Context: an optimization exercise on an open-source flow, tuned for small area, a short achievable clock period and few clock cycles per item. The choices shown serve that exercise and are no tape-out recipe.
RTL that was checked went through simulation tests only; none was proved equivalent to the original.
The RTL of run 2 was laid out without a check of its function.

## flow/design.v (module list and top-level ports; edited modules follow where they fit)
// module accel_dynamic_magnitude: 1923 lines
module accel_dynamic_magnitude
(
    input  logic        clk,
    input  logic        rst_n,
    input  logic        s_axis_tvalid,
    output logic        s_axis_tready,
    input  logic [47:0] s_axis_tdata,
    output logic        m_axis_tvalid,
    input  logic        m_axis_tready,
    output logic [23:0] m_axis_tdata,
    output logic        m_axis_tuser
);
  // ...
==> flow/flow/run.sh <==
#!/bin/bash
set -e
export SETUP_SLACK_MARGIN=7.8
export BUFFER_PORTS_ARGS="-buffer_cell sky130_fd_sc_hd__buf_2"
bash standard.sh > standard.log 2>&1
==> flow/standard.sh <==
#!/bin/bash
# synth_recipe.tcl (not shown) runs the flow's synth.tcl, then flattens the netlist and writes it again
# the make line also repeats each setting of config.mk as NAME=value (left out here)
make -C /OpenROAD-flow-scripts/flow DESIGN_CONFIG=/design/flow/config.mk WORK_HOME=/design/flow/orfs CLKGATE_MAP_FILE= SYNTH_SCRIPT=/design/flow/synth_recipe.tcl "${@:-finish}"
==> flow/config.mk <==
export PLATFORM = sky130hd
export DESIGN_NAME = accel_dynamic_magnitude
export DESIGN_NICKNAME = accel_dynamic_magnitude
export VERILOG_FILES = /design/flow/design.v
export SDC_FILE = /design/flow/constraint.sdc
export NUM_CORES = 4
export LEC_CHECK = 0
export ABC_AREA = 1
export CAP_MARGIN = 20
export CORE_MARGIN = 2
export CORE_UTILIZATION = 50
export PLACE_DENSITY = 0.65
export SLEW_MARGIN = 20
export TNS_END_PERCENT = 5
==> flow/constraint.sdc <==
create_clock -name core_clock -period 12.0 [get_ports {clk}]
set_input_delay 2.4000 -clock core_clock [delete_from_list [all_inputs] [get_ports {clk}]]
set_output_delay 2.4000 -clock core_clock [all_outputs]
set_load 0.01 [all_outputs]
==> impl_metrics.env, run 1 <==
export IMPL_worst_path_buf_inv=4
export IMPL_cts_max_path_buffers=3
export IMPL_track_usage=0.265
export IMPL_fin_util=0.556
export IMPL_arrival_ns=4.67
export IMPL_placed_area_um2=66400
export IMPL_portBuffers=75
export IMPL_synth_top_flop_cell="edfxtp_1"
export IMPL_tightest_slew_ns=1.16
export IMPL_path_depth=11
export IMPL_async_flop_share=0.0387
export IMPL_route_detailed_drc=0
export IMPL_synthDistinctLibCells=56
export IMPL_cts_hold_buffers=0
export IMPL_syn_cell_area_um2=64200
export IMPL_top_register="cr"
export IMPL_startpoint="p1_dh0[0]$_DFFE_PP_"
export IMPL_synth_xor_area_frac=0.0366
export IMPL_globalRoute_totalOverflow=0
export IMPL_wl_met1_um=68800
export IMPL_post_synth_top_count_cell="nand2_1"
export IMPL_r2r_setup_slack_ns=7.76
export IMPL_die_h_um=362
export IMPL_finalSetupViolCount=0
export IMPL_critical_path_class="reg -> reg"
export IMPL_multi_input_area_um2=33700
export IMPL_min_to="p9_sr14[8]$_DFFE_PP_"
export IMPL_status="timing/DRC/antenna clean"
export IMPL_max_stage_delay_ns=0.57
export IMPL_start_util=0.503
export IMPL_vias=46900
export IMPL_antenna_found_initial=0
export IMPL_drive_gt1_frac=0.0703
export IMPL_setup_tns_ns=0
export IMPL_place_inst=8559
export IMPL_firstDrtPassIters=7
Testbench counts, summed over its fixed seeds: cycles 3,304, items 3,200.
==> run 2, diff against run 1 <==
--- a/flow/design.v
+++ b/flow/design.v
@@ -148,25 +148,37 @@
     logic [16:0] dh2;
     assign dh2 = dfull2[20:4];
     logic [3:0] dl0;
     assign dl0 = dl_reg[0];
     logic [3:0] dl1;
     assign dl1 = dl_reg[1];
     logic [3:0] dl2;
     assign dl2 = dl_reg[2];
-    logic [16:0] p1_dh0;
-    always_ff @(posedge clk) if (adv) p1_dh0 <= dh0;
-    logic [16:0] p1_dh1;
-    always_ff @(posedge clk) if (adv) p1_dh1 <= dh1;
-    logic [16:0] p1_dh2;
-    always_ff @(posedge clk) if (adv) p1_dh2 <= dh2;
+    logic [16:0] dhn0;
+    assign dhn0 = ~dh0;
+    logic [16:0] dhn1;
+    assign dhn1 = ~dh1;
+    logic [16:0] dhn2;
+    assign dhn2 = ~dh2;
+    logic [16:0] p1_dhn0;
+    always_ff @(posedge clk) if (adv) p1_dhn0 <= dhn0;
+    logic [16:0] p1_dhn1;
+    always_ff @(posedge clk) if (adv) p1_dhn1 <= dhn1;
+    logic [16:0] p1_dhn2;
+    always_ff @(posedge clk) if (adv) p1_dhn2 <= dhn2;
     logic v1, t1;
     always_ff @(posedge clk or negedge rst_n) if (!rst_n) v1 <= 1'b0; else if (adv) v1 <= v0;
     always_ff @(posedge clk) if (adv) t1 <= t0;
+    logic [16:0] p1_dh0;
+    assign p1_dh0 = ~p1_dhn0;
+    logic [16:0] p1_dh1;
+    assign p1_dh1 = ~p1_dhn1;
+    logic [16:0] p1_dh2;
+    assign p1_dh2 = ~p1_dhn2;
     logic pp1; assign pp1 = dl0[0];
     logic pp2; assign pp2 = dl1[0];
     logic pp3; assign pp3 = dl2[0];
     logic pp4; assign pp4 = dl0[1];
     logic pp5; assign pp5 = (dl0[0] & dl0[1]);
     logic pp6; assign pp6 = dl1[1];
     logic pp7; assign pp7 = (dl1[0] & dl1[1]);
     logic pp8; assign pp8 = dl2[1];
@@ -1659,238 +1671,238 @@
     assign cpa_a = {fc1957, fc1955, fc1953, fc1951, fc1949, fc1947, fc1945, fc1943, fc1941, fc1939, fc1937, fc1935, fc1933, fc1931, fc1929, fc1927, fc1925, fc1923, fc1921, fc1919, fc1917, fc1915, fc1913, fc1911, fc1909, fc1907, fc1905, fc1903, fc1901, fc1899, fc1897, fc1895, fc1893, fc1891, fc1889, fc1887, fc1885, fc1883, hc1881, hs1880, hc1879, hs1878};
     assign cpa_b = {fs1958, fs1956, fs1954, fs1952, fs1950, fs1948, fs1946, fs1944, fs1942, fs1940, fs1938, fs1936, fs1934, fs1932, fs1930, fs1928, fs1926, fs1924, fs1922, fs1920, fs1918, fs1916, fs1914, fs1912, fs1910, fs1908, fs1906, fs1904, fs1902, fs1900, fs1898, fs1896, fs1894, fs1892, fs1890, fs1888, fs1886, fs1884, fs1882, p2_tl6c2[3], 1'b0, p2_tl6c0[2]};
     logic [41:0] ssum; assign ssum = cpa_a + cpa_b;
     logic [2:0] rs0; logic [3:0] tt0;
     assign rs0 = {1'b0, ssum[41:40]};
     assign tt0 = {1'b0, rs0} - 4'd1;
     logic [1:0] rem0; logic [0:0] root0;
     assign rem0 = tt0[3] ? rs0[1:0] : tt0[1:0];
-    assign root0 = ~tt0[3];
+    assign root0 = tt0[3];
     logic [3:0] rs1; logic [4:0] tt1;
     assign rs1 = {rem0, ssum[39:38]};
-    assign tt1 = {1'b0, rs1} - {2'b00, root0, 2'b01};
+    assign tt1 = {1'b0, rs1} + {2'b11, root0, 2'b10} + 5'd1;
     logic [2:0] rem1; logic [1:0] root1;
     assign rem1 = tt1[4] ? rs1[2:0] : tt1[2:0];
-    assign root1 = {root0, ~tt1[4]};
+    assign root1 = {root0, tt1[4]};
     logic [37:0] sr1; assign sr1 = ssum[37:0];
     logic [2:0] p3_rem1;
     always_ff @(posedge clk) if (adv) p3_rem1 <= rem1;
     logic [1:0] p3_root1;
     always_ff @(posedge clk) if (adv) p3_root1 <= root1;
     logic [37:0] p3_sr1;
     always_ff @(posedge clk) if (adv) p3_sr1 <= sr1;
     logic v3, t3;
     always_ff @(posedge clk or negedge rst_n) if (!rst_n) v3 <= 1'b0; else if (adv) v3 <= v2;
     always_ff @(posedge clk) if (adv) t3 <= t2;
     logic [4:0] rs2; logic [5:0] tt2;
     assign rs2 = {p3_rem1, p3_sr1[37:36]};
-    assign tt2 = {1'b0, rs2} - {2'b00, p3_root1, 2'b01};
+    assign tt2 = {1'b0, rs2} + {2'b11, p3_root1, 2'b10} + 6'd1;
     logic [3:0] rem2; logic [2:0] root2;
     assign rem2 = tt2[5] ? rs2[3:0] : tt2[3:0];
-    assign root2 = {p3_root1, ~tt2[5]};
+    assign root2 = {p3_root1, tt2[5]};
     logic [5:0] rs3; logic [6:0] tt3;
     assign rs3 = {rem2, p3_sr1[35:34]};
-    assign tt3 = {1'b0, rs3} - {2'b00, root2, 2'b01};
+    assign tt3 = {1'b0, rs3} + {2'b11, root2, 2'b10} + 7'd1;
     logic [4:0] rem3; logic [3:0] root3;
     assign rem3 = tt3[6] ? rs3[4:0] : tt3[4:0];
-    assign root3 = {root2, ~tt3[6]};
+    assign root3 = {root2, tt3[6]};
     logic [6:0] rs4; logic [7:0] tt4;
     assign rs4 = {rem3, p3_sr1[33:32]};
-    assign tt4 = {1'b0, rs4} - {2'b00, root3, 2'b01};
+    assign tt4 = {1'b0, rs4} + {2'b11, root3, 2'b10} + 8'd1;
     logic [5:0] rem4; logic [4:0] root4;
     assign rem4 = tt4[7] ? rs4[5:0] : tt4[5:0];
-    assign root4 = {root3, ~tt4[7]};
+    assign root4 = {root3, tt4[7]};
     logic [31:0] sr4; assign sr4 = p3_sr1[31:0];
     logic [5:0] p4_rem4;
     always_ff @(posedge clk) if (adv) p4_rem4 <= rem4;
     logic [4:0] p4_root4;
     always_ff @(posedge clk) if (adv) p4_root4 <= root4;
     logic [31:0] p4_sr4;
     always_ff @(posedge clk) if (adv) p4_sr4 <= sr4;
     logic v4, t4;
     always_ff @(posedge clk or negedge rst_n) if (!rst_n) v4 <= 1'b0; else if (adv) v4 <= v3;
     always_ff @(posedge clk) if (adv) t4 <= t3;
     logic [7:0] rs5; logic [8:0] tt5;
     assign rs5 = {p4_rem4, p4_sr4[31:30]};
-    assign tt5 = {1'b0, rs5} - {2'b00, p4_root4, 2'b01};
+    assign tt5 = {1'b0, rs5} + {2'b11, p4_root4, 2'b10} + 9'd1;
     logic [6:0] rem5; logic [5:0] root5;
     assign rem5 = tt5[8] ? rs5[6:0] : tt5[6:0];
-    assign root5 = {p4_root4, ~tt5[8]};
+    assign root5 = {p4_root4, tt5[8]};
     logic [8:0] rs6; logic [9:0] tt6;
     assign rs6 = {rem5, p4_sr4[29:28]};
-    assign tt6 = {1'b0, rs6} - {2'b00, root5, 2'b01};
+    assign tt6 = {1'b0, rs6} + {2'b11, root5, 2'b10} + 10'd1;
     logic [7:0] rem6; logic [6:0] root6;
     assign rem6 = tt6[9] ? rs6[7:0] : tt6[7:0];
-    assign root6 = {root5, ~tt6[9]};
+    assign root6 = {root5, tt6[9]};
     logic [27:0] sr6; assign sr6 = p4_sr4[27:0];
     logic [7:0] p5_rem6;
     always_ff @(posedge clk) if (adv) p5_rem6 <= rem6;
     logic [6:0] p5_root6;
     always_ff @(posedge clk) if (adv) p5_root6 <= root6;
     logic [27:0] p5_sr6;
     always_ff @(posedge clk) if (adv) p5_sr6 <= sr6;
     logic v5, t5;
     always_ff @(posedge clk or negedge rst_n) if (!rst_n) v5 <= 1'b0; else if (adv) v5 <= v4;
     always_ff @(posedge clk) if (adv) t5 <= t4;
     logic [9:0] rs7; logic [10:0] tt7;
     assign rs7 = {p5_rem6, p5_sr6[27:26]};
-    assign tt7 = {1'b0, rs7} - {2'b00, p5_root6, 2'b01};
+    assign tt7 = {1'b0, rs7} + {2'b11, p5_root6, 2'b10} + 11'd1;
     logic [8:0] rem7; logic [7:0] root7;
     assign rem7 = tt7[10] ? rs7[8:0] : tt7[8:0];
-    assign root7 = {p5_root6, ~tt7[10]};
+    assign root7 = {p5_root6, tt7[10]};
     logic [10:0] rs8; logic [11:0] tt8;
     assign rs8 = {rem7, p5_sr6[25:24]};
-    assign tt8 = {1'b0, rs8} - {2'b00, root7, 2'b01};
+    assign tt8 = {1'b0, rs8} + {2'b11, root7, 2'b10} + 12'd1;
     logic [9:0] rem8; logic [8:0] root8;
     assign rem8 = tt8[11] ? rs8[9:0] : tt8[9:0];
-    assign root8 = {root7, ~tt8[11]};
+    assign root8 = {root7, tt8[11]};
     logic [23:0] sr8; assign sr8 = p5_sr6[23:0];
     logic [9:0] p6_rem8;
     always_ff @(posedge clk) if (adv) p6_rem8 <= rem8;
     logic [8:0] p6_root8;
     always_ff @(posedge clk) if (adv) p6_root8 <= root8;
     logic [23:0] p6_sr8;
     always_ff @(posedge clk) if (adv) p6_sr8 <= sr8;
     logic v6, t6;
     always_ff @(posedge clk or negedge rst_n) if (!rst_n) v6 <= 1'b0; else if (adv) v6 <= v5;
     always_ff @(posedge clk) if (adv) t6 <= t5;
     logic [11:0] rs9; logic [12:0] tt9;
     assign rs9 = {p6_rem8, p6_sr8[23:22]};
-    assign tt9 = {1'b0, rs9} - {2'b00, p6_root8, 2'b01};
+    assign tt9 = {1'b0, rs9} + {2'b11, p6_root8, 2'b10} + 13'd1;
     logic [10:0] rem9; logic [9:0] root9;
     assign rem9 = tt9[12] ? rs9[10:0] : tt9[10:0];
-    assign root9 = {p6_root8, ~tt9[12]};
+    assign root9 = {p6_root8, tt9[12]};
     logic [12:0] rs10; logic [13:0] tt10;
     assign rs10 = {rem9, p6_sr8[21:20]};
-    assign tt10 = {1'b0, rs10} - {2'b00, root9, 2'b01};
+    assign tt10 = {1'b0, rs10} + {2'b11, root9, 2'b10} + 14'd1;
     logic [11:0] rem10; logic [10:0] root10;
     assign rem10 = tt10[13] ? rs10[11:0] : tt10[11:0];
-    assign root10 = {root9, ~tt10[13]};
+    assign root10 = {root9, tt10[13]};
     logic [19:0] sr10; assign sr10 = p6_sr8[19:0];
     logic [11:0] p7_rem10;
     always_ff @(posedge clk) if (adv) p7_rem10 <= rem10;
     logic [10:0] p7_root10;
     always_ff @(posedge clk) if (adv) p7_root10 <= root10;
     logic [19:0] p7_sr10;
     always_ff @(posedge clk) if (adv) p7_sr10 <= sr10;
     logic v7, t7;
     always_ff @(posedge clk or negedge rst_n) if (!rst_n) v7 <= 1'b0; else if (adv) v7 <= v6;
     always_ff @(posedge clk) if (adv) t7 <= t6;
     logic [13:0] rs11; logic [14:0] tt11;
     assign rs11 = {p7_rem10, p7_sr10[19:18]};
-    assign tt11 = {1'b0, rs11} - {2'b00, p7_root10, 2'b01};
+    assign tt11 = {1'b0, rs11} + {2'b11, p7_root10, 2'b10} + 15'd1;
     logic [12:0] rem11; logic [11:0] root11;
     assign rem11 = tt11[14] ? rs11[12:0] : tt11[12:0];
-    assign root11 = {p7_root10, ~tt11[14]};
+    assign root11 = {p7_root10, tt11[14]};
     logic [14:0] rs12; logic [15:0] tt12;
     assign rs12 = {rem11, p7_sr10[17:16]};
-    assign tt12 = {1'b0, rs12} - {2'b00, root11, 2'b01};
+    assign tt12 = {1'b0, rs12} + {2'b11, root11, 2'b10} + 16'd1;
     logic [13:0] rem12; logic [12:0] root12;
     assign rem12 = tt12[15] ? rs12[13:0] : tt12[13:0];
-    assign root12 = {root11, ~tt12[15]};
+    assign root12 = {root11, tt12[15]};
     logic [15:0] sr12; assign sr12 = p7_sr10[15:0];
     logic [13:0] p8_rem12;
     always_ff @(posedge clk) if (adv) p8_rem12 <= rem12;
     logic [12:0] p8_root12;
     always_ff @(posedge clk) if (adv) p8_root12 <= root12;
     logic [15:0] p8_sr12;
     always_ff @(posedge clk) if (adv) p8_sr12 <= sr12;
     logic v8, t8;
     always_ff @(posedge clk or negedge rst_n) if (!rst_n) v8 <= 1'b0; else if (adv) v8 <= v7;
     always_ff @(posedge clk) if (adv) t8 <= t7;
     logic [15:0] rs13; logic [16:0] tt13;
     assign rs13 = {p8_rem12, p8_sr12[15:14]};
-    assign tt13 = {1'b0, rs13} - {2'b00, p8_root12, 2'b01};
+    assign tt13 = {1'b0, rs13} + {2'b11, p8_root12, 2'b10} + 17'd1;
     logic [14:0] rem13; logic [13:0] root13;
     assign rem13 = tt13[16] ? rs13[14:0] : tt13[14:0];
-    assign root13 = {p8_root12, ~tt13[16]};
+    assign root13 = {p8_root12, tt13[16]};
     logic [16:0] rs14; logic [17:0] tt14;
     assign rs14 = {rem13, p8_sr12[13:12]};
-    assign tt14 = {1'b0, rs14} - {2'b00, root13, 2'b01};
+    assign tt14 = {1'b0, rs14} + {2'b11, root13, 2'b10} + 18'd1;
     logic [15:0] rem14; logic [14:0] root14;
     assign rem14 = tt14[17] ? rs14[15:0] : tt14[15:0];
-    assign root14 = {root13, ~tt14[17]};
+    assign root14 = {root13, tt14[17]};
     logic [11:0] sr14; assign sr14 = p8_sr12[11:0];
     logic [15:0] p9_rem14;
     always_ff @(posedge clk) if (adv) p9_rem14 <= rem14;
     logic [14:0] p9_root14;
     always_ff @(posedge clk) if (adv) p9_root14 <= root14;
     logic [11:0] p9_sr14;
     always_ff @(posedge clk) if (adv) p9_sr14 <= sr14;
     logic v9, t9;
     always_ff @(posedge clk or negedge rst_n) if (!rst_n) v9 <= 1'b0; else if (adv) v9 <= v8;
     always_ff @(posedge clk) if (adv) t9 <= t8;
     logic [17:0] rs15; logic [18:0] tt15;
     assign rs15 = {p9_rem14, p9_sr14[11:10]};
-    assign tt15 = {1'b0, rs15} - {2'b00, p9_root14, 2'b01};
+    assign tt15 = {1'b0, rs15} + {2'b11, p9_root14, 2'b10} + 19'd1;
     logic [16:0] rem15; logic [15:0] root15;
     assign rem15 = tt15[18] ? rs15[16:0] : tt15[16:0];
-    assign root15 = {p9_root14, ~tt15[18]};
+    assign root15 = {p9_root14, tt15[18]};
     logic [18:0] rs16; logic [19:0] tt16;
     assign rs16 = {rem15, p9_sr14[9:8]};
-    assign tt16 = {1'b0, rs16} - {2'b00, root15, 2'b01};
+    assign tt16 = {1'b0, rs16} + {2'b11, root15, 2'b10} + 20'd1;
     logic [17:0] rem16; logic [16:0] root16;
     assign rem16 = tt16[19] ? rs16[17:0] : tt16[17:0];
-    assign root16 = {root15, ~tt16[19]};
+    assign root16 = {root15, tt16[19]};
     logic [7:0] sr16; assign sr16 = p9_sr14[7:0];
     logic [17:0] p10_rem16;
     always_ff @(posedge clk) if (adv) p10_rem16 <= rem16;
     logic [16:0] p10_root16;
     always_ff @(posedge clk) if (adv) p10_root16 <= root16;
     logic [7:0] p10_sr16;
     always_ff @(posedge clk) if (adv) p10_sr16 <= sr16;
     logic v10, t10;
     always_ff @(posedge clk or negedge rst_n) if (!rst_n) v10 <= 1'b0; else if (adv) v10 <= v9;
     always_ff @(posedge clk) if (adv) t10 <= t9;
     logic [19:0] rs17; logic [20:0] tt17;
     assign rs17 = {p10_rem16, p10_sr16[7:6]};
-    assign tt17 = {1'b0, rs17} - {2'b00, p10_root16, 2'b01};
+    assign tt17 = {1'b0, rs17} + {2'b11, p10_root16, 2'b10} + 21'd1;
     logic [18:0] rem17; logic [17:0] root17;
     assign rem17 = tt17[20] ? rs17[18:0] : tt17[18:0];
-    assign root17 = {p10_root16, ~tt17[20]};
+    assign root17 = {p10_root16, tt17[20]};
     logic [20:0] rs18; logic [21:0] tt18;
     assign rs18 = {rem17, p10_sr16[5:4]};
-    assign tt18 = {1'b0, rs18} - {2'b00, root17, 2'b01};
+    assign tt18 = {1'b0, rs18} + {2'b11, root17, 2'b10} + 22'd1;
     logic [19:0] rem18; logic [18:0] root18;
     assign rem18 = tt18[21] ? rs18[19:0] : tt18[19:0];
-    assign root18 = {root17, ~tt18[21]};
+    assign root18 = {root17, tt18[21]};
     logic [3:0] sr18; assign sr18 = p10_sr16[3:0];
     logic [19:0] p11_rem18;
     always_ff @(posedge clk) if (adv) p11_rem18 <= rem18;
     logic [18:0] p11_root18;
     always_ff @(posedge clk) if (adv) p11_root18 <= root18;
     logic [3:0] p11_sr18;
     always_ff @(posedge clk) if (adv) p11_sr18 <= sr18;
     logic v11, t11;
     always_ff @(posedge clk or negedge rst_n) if (!rst_n) v11 <= 1'b0; else if (adv) v11 <= v10;
     always_ff @(posedge clk) if (adv) t11 <= t10;
     logic [21:0] rs19; logic [22:0] tt19;
     assign rs19 = {p11_rem18, p11_sr18[3:2]};
-    assign tt19 = {1'b0, rs19} - {2'b00, p11_root18, 2'b01};
+    assign tt19 = {1'b0, rs19} + {2'b11, p11_root18, 2'b10} + 23'd1;
     logic [20:0] rem19; logic [19:0] root19;
     assign rem19 = tt19[22] ? rs19[20:0] : tt19[20:0];
-    assign root19 = {p11_root18, ~tt19[22]};
+    assign root19 = {p11_root18, tt19[22]};
     logic [1:0] sr19; assign sr19 = p11_sr18[1:0];
     logic [20:0] p12_rem19;
     always_ff @(posedge clk) if (adv) p12_rem19 <= rem19;
     logic [19:0] p12_root19;
     always_ff @(posedge clk) if (adv) p12_root19 <= root19;
     logic [1:0] p12_sr19;
     always_ff @(posedge clk) if (adv) p12_sr19 <= sr19;
     logic v12, t12;
     always_ff @(posedge clk or negedge rst_n) if (!rst_n) v12 <= 1'b0; else if (adv) v12 <= v11;
     always_ff @(posedge clk) if (adv) t12 <= t11;
     logic [22:0] rs20; logic [23:0] tt20;
     assign rs20 = {p12_rem19, p12_sr19[1:0]};
-    assign tt20 = {1'b0, rs20} - {2'b00, p12_root19, 2'b01};
+    assign tt20 = {1'b0, rs20} + {2'b11, p12_root19, 2'b10} + 24'd1;
     logic [21:0] rem20; logic [20:0] root20;
     assign rem20 = tt20[23] ? rs20[21:0] : tt20[21:0];
-    assign root20 = {p12_root19, ~tt20[23]};
-    assign res_root = root20;
+    assign root20 = {p12_root19, tt20[23]};
+    assign res_root = ~root20;
     assign res_valid = v12;
     assign res_tag = t12;
     logic take;
     assign take = m_axis_tready || !out_v;
     always_ff @(posedge clk or negedge rst_n)
     begin
         if (!rst_n)
         begin
==> flow/flow/run.sh (replaced) <==
#!/bin/bash
set -e
export SETUP_SLACK_MARGIN=8.2
export BUFFER_PORTS_ARGS="-buffer_cell sky130_fd_sc_hd__buf_2"
bash standard.sh > standard.log 2>&1
==> run 2 against run 1 <==
Net effect: area after synthesis fell by 3.6%; synthesized cell count fell by 9.0%; maximum frequency fell by 0.60%; worst hold slack got worse by 0.00095 ns; utilization rose by 1.5 points; flip-flop and latch count did not move; critical path depth did not move; count of clock-buffer cells in the layout rose by 3; non-clock buffer count rose by 131; register-to-register slack got worse by 0.03 ns; critical endpoint is now p2_tl6c25[3]$_DFFE_PP_; highest routed layer unchanged.
==> impl_metrics.env, run 2 <==
export IMPL_path_depth=11
export IMPL_finalSetupViolCount=0
export IMPL_worstRegToRegCells=11
export IMPL_start_util=0.502
export IMPL_critPathRequiredTime_ns=12.40
export IMPL_viasPerCell=5.51
export IMPL_async_flop_share=0.0387
export IMPL_drv_slew=0
export IMPL_fmaxAchievable_mhz=235
export IMPL_post_drt_wl_per_cell_um=22.1
export IMPL_drive_gt1_frac=0.121
export IMPL_top_register="cr"
export IMPL_fin_area_um2=70300
export IMPL_synth_top_area_frac=0.380
export IMPL_regArea_um2=24600
export IMPL_synth_top_flop_cell="edfxtp_1"
export IMPL_multi_input_area_um2=34200
export IMPL_arrival_ns=4.66
export IMPL_vias=45900
export IMPL_cts_tree="built"
export IMPL_synthDistinctLibCells=61
export IMPL_nets=7640
export IMPL_portBuffers=75
export IMPL_place_congestion=0.975
export IMPL_yosys_area_top_type="edfxtp_1"
export IMPL_tightest_slew_ns=1.05
export IMPL_critPathTopFamily="adder cells"
export IMPL_period_needed_ns=4.26
export IMPL_hpwlAfterDp_um=137000
export IMPL_ys_warn_count=4
export IMPL_syn_cell_area_um2=61900
export IMPL_cts_max_path_buffers=3
export IMPL_num_rows=129
export IMPL_die_h_um=356
export IMPL_synth_avg_cell_area_um2=9.79
export IMPL_path_cells="inv_2 -> fa_2 -> fa_1 -> inv_2 -> fa_1 -> inv_2 -> fa_1 -> inv_2 -> fa_1 -> inv_2 -> fa_1"
export IMPL_worst_path_buf_inv=5
export IMPL_finalWorstSetupSlack_ns=7.74
export IMPL_fin_util=0.570
export IMPL_num_io_pins=79
export IMPL_antenna_found_initial=0
export IMPL_rr_startpoint="p1_dhn0[8]$_DFFE_PP_"
export IMPL_rr_endpoint="p2_tl6c25[3]$_DFFE_PP_"
export IMPL_max_stage_delay_ns=0.63
export IMPL_worstSkewPairLatency_ns=0.73
export IMPL_drt_wl_total_um=184000
export IMPL_rsz0062_at_grt="yes"
export IMPL_root_buffer="clkbuf_16"
export IMPL_critical_path_class="reg -> reg"
export IMPL_netlist_top_cells_count="nand2_1, inv_1, edfxtp_1, nor2_1, fa_1"
export IMPL_placed_area_um2=64100
export IMPL_netlist_instances=6317
export IMPL_post_place_ws_ns=7.11
export IMPL_globalRoute_totalOverflow=0
export IMPL_relSlewSlack=0.302
export IMPL_final_cell_mix="nand2_1, inv_1, edfxtp_1, nor2_1, fa_1"
export IMPL_worstSetupEndpointType="register"
export IMPL_track_usage=0.287
export IMPL_post_synth_top_count_cell="nand2_1"
export IMPL_cts_sinks=827
export IMPL_maxCapViolCount=0
export IMPL_synth_edf_count=782
export IMPL_cts_hold_buffers=0
export IMPL_status="timing/DRC/antenna clean"
export IMPL_hold_viol=0
export IMPL_holdCritPathClass="reg -> reg"
export IMPL_h_tree_depth=3
export IMPL_cts_inserted_buffers=93
export IMPL_setup_tns_ns=0
export IMPL_nFillCells=10700
export IMPL_largest_reg_flops=85
export IMPL_ys_seq_elements=827
export IMPL_crit_slowest_cell="fa_1"
export IMPL_syn_to_final_growth_pct=13.7
export IMPL_r2r_setup_slack_ns=7.74
export IMPL_clk_pin_slew_ns=0.06
export IMPL_grt_pass1_wl_um=272000
export IMPL_cp_start_kind="register"
export IMPL_firstDrtPassIters=6
export IMPL_synth_seq_area_share=0.397
export IMPL_crit_path_end="p2_tl6c25[3]$_DFFE_PP_"
export IMPL_coreArea_um2=123000
export IMPL_route_detailed_drc=0
export IMPL_drtAntennaViolNets=0
export IMPL_die_area_um2=127000
export IMPL_grt_start_max_net_pins=167
export IMPL_first_iter_violations=4059
export IMPL_mostFrequentLayoutCell="nand2_1"
export IMPL_first_global_vias=45700
export IMPL_skew_ns=0.0714
export IMPL_reg_largest_list="cr (85), p3_sr1 (38), p4_sr4 (32)"
export IMPL_die_x_um=356
export IMPL_crit_path_max_fanout=7
export IMPL_startpoint="p1_dhn0[8]$_DFFE_PP_"
export IMPL_synthTopCellsByArea="edfxtp_1, fa_1, nand2_1, ha_1, inv_1"
export IMPL_fin_crit_sh=0.355
## run 2: changes by cell type in the layout (fill, tap and decap cells not counted), moves of 30 or more
cell and delta:
a21oi_1 -36, nand2_1 -502, ha_1 -48, o21ai_1 +30
ha_4 +36, inv_1 -544, buf_4 +122, nor2_1 +325
## run 2: per-stage QoR
step | cells | hold slack (ns)
floorplan | 6319 | 0.388
global placement | 7923 | 0.400
detailed placement | 7923 | 0.405
CTS | 8206 | 0.365
global route | 8327 | 0.363
finish | 8328 | 0.373
## run 2: cell type report
class / count / share of cell area
Inverter: 958 / 0.0544
Sequential cell: 827 / 0.349
Tap cell: 1637 / 0.0291
Multi-Input combinational cell: 4376 / 0.486
Timing Repair Buffer: 355 / 0.0379
Clock buffer: 113 / 0.0342
Clock inverter: 57 / 0.00815
Antenna cell: 1 / 0.0000356
Timing Repair inverter: 4 / 0.000534
## run 2: worst min path at each step
stage	from	to	slack, ns	cells after the start
2_1_floorplan	cr[0][0]$_DFFE_PN_	dl_reg[0][0]$_DFF_P_	0.39	0
3_3_place_gp	p6_sr8[12]$_DFFE_PP_	p7_sr10[12]$_DFFE_PP_	0.40	0
3_5_place_dp	p3_sr1[21]$_DFFE_PP_	p4_sr4[21]$_DFFE_PP_	0.40	0
4_1_cts	p3_sr1[22]$_DFFE_PP_	p4_sr4[22]$_DFFE_PP_	0.37	0
5_1_grt	p3_sr1[17]$_DFFE_PP_	p4_sr4[17]$_DFFE_PP_	0.36	0
6_report	p3_sr1[22]$_DFFE_PP_	p4_sr4[22]$_DFFE_PP_	0.37	0
## run 2: layer usage
metal	part of all wire	routed length, um	GRT usage	vias to the layer above
li1	-	-	-	21200
met1	0.39	70900	0.348	22400
met2	0.49	89300	0.488	1714
met3	0.060	11000	0.0458	558
met4	0.069	12600	0.163	0
met5	0	0	0	-
## run 2: worst reg2reg max path: cells and delay by family (launching register included)
family | cells | cell delay (ns)
fa+ha+maj | 6 | 3.10
buf+inv | 5 | 0.35
flops | 1 | 0.49
## run 2: cell families (layout without fill, tap and decap cells)
family / count (synthesis) / count (layout) / share of synthesized area
and+or+nand+nor: 2291 / 2296 / 0.150
buffers and inverters: 1121 / 1487 / 0.0691
adders and majority gates: 973 / 973 / 0.270
AOI/OAI and AO/OA: 840 / 840 / 0.0763
DFF: 827 / 827 / 0.397
xor gates and xnor gates: 264 / 264 / 0.0375
other: 1 / 4 / 0.0000606
## run 2: what timing repair did
| action | 4_1_cts | 5_1_grt |
|---|---|---|
| pin swaps | 63 | 60 |
| endpoints found under the setup margin | 357 | 356 |
| cloned | 0 | 9 |
| gates resized for setup | 179 | 215 |
| setup buffers | 113 | 112 |

-- afterwards: timing with drivers on the ports --
The results above use ideal ports. As a check the final layouts listed here were re-extracted and re-timed, cells and wires unchanged. Step 1, drivers: a clkbuf_16 drives clk and a buf_2 each remaining input, both assumed. Step 2 moves the port delays by t, midway between the first and last clock arrival at a register: inputs arrive t later, outputs are due t later. That takes back most of the time a late clock gives input paths. a / b / c = no drivers / after step 1 / after step 2; a / b = the first two.
run	t (ns)	slack for setup (ns)	worst setup path at the end
run 1	0.792	7.761 / 7.761 / 7.307	input to register
run 2	0.773	7.736 / 7.736 / 7.109	input to register
After both steps setup and hold are still met in every run listed. The setup slack of run 2, which loses most, moves by 0.000 ns with the drivers and by -0.627 ns with both steps.
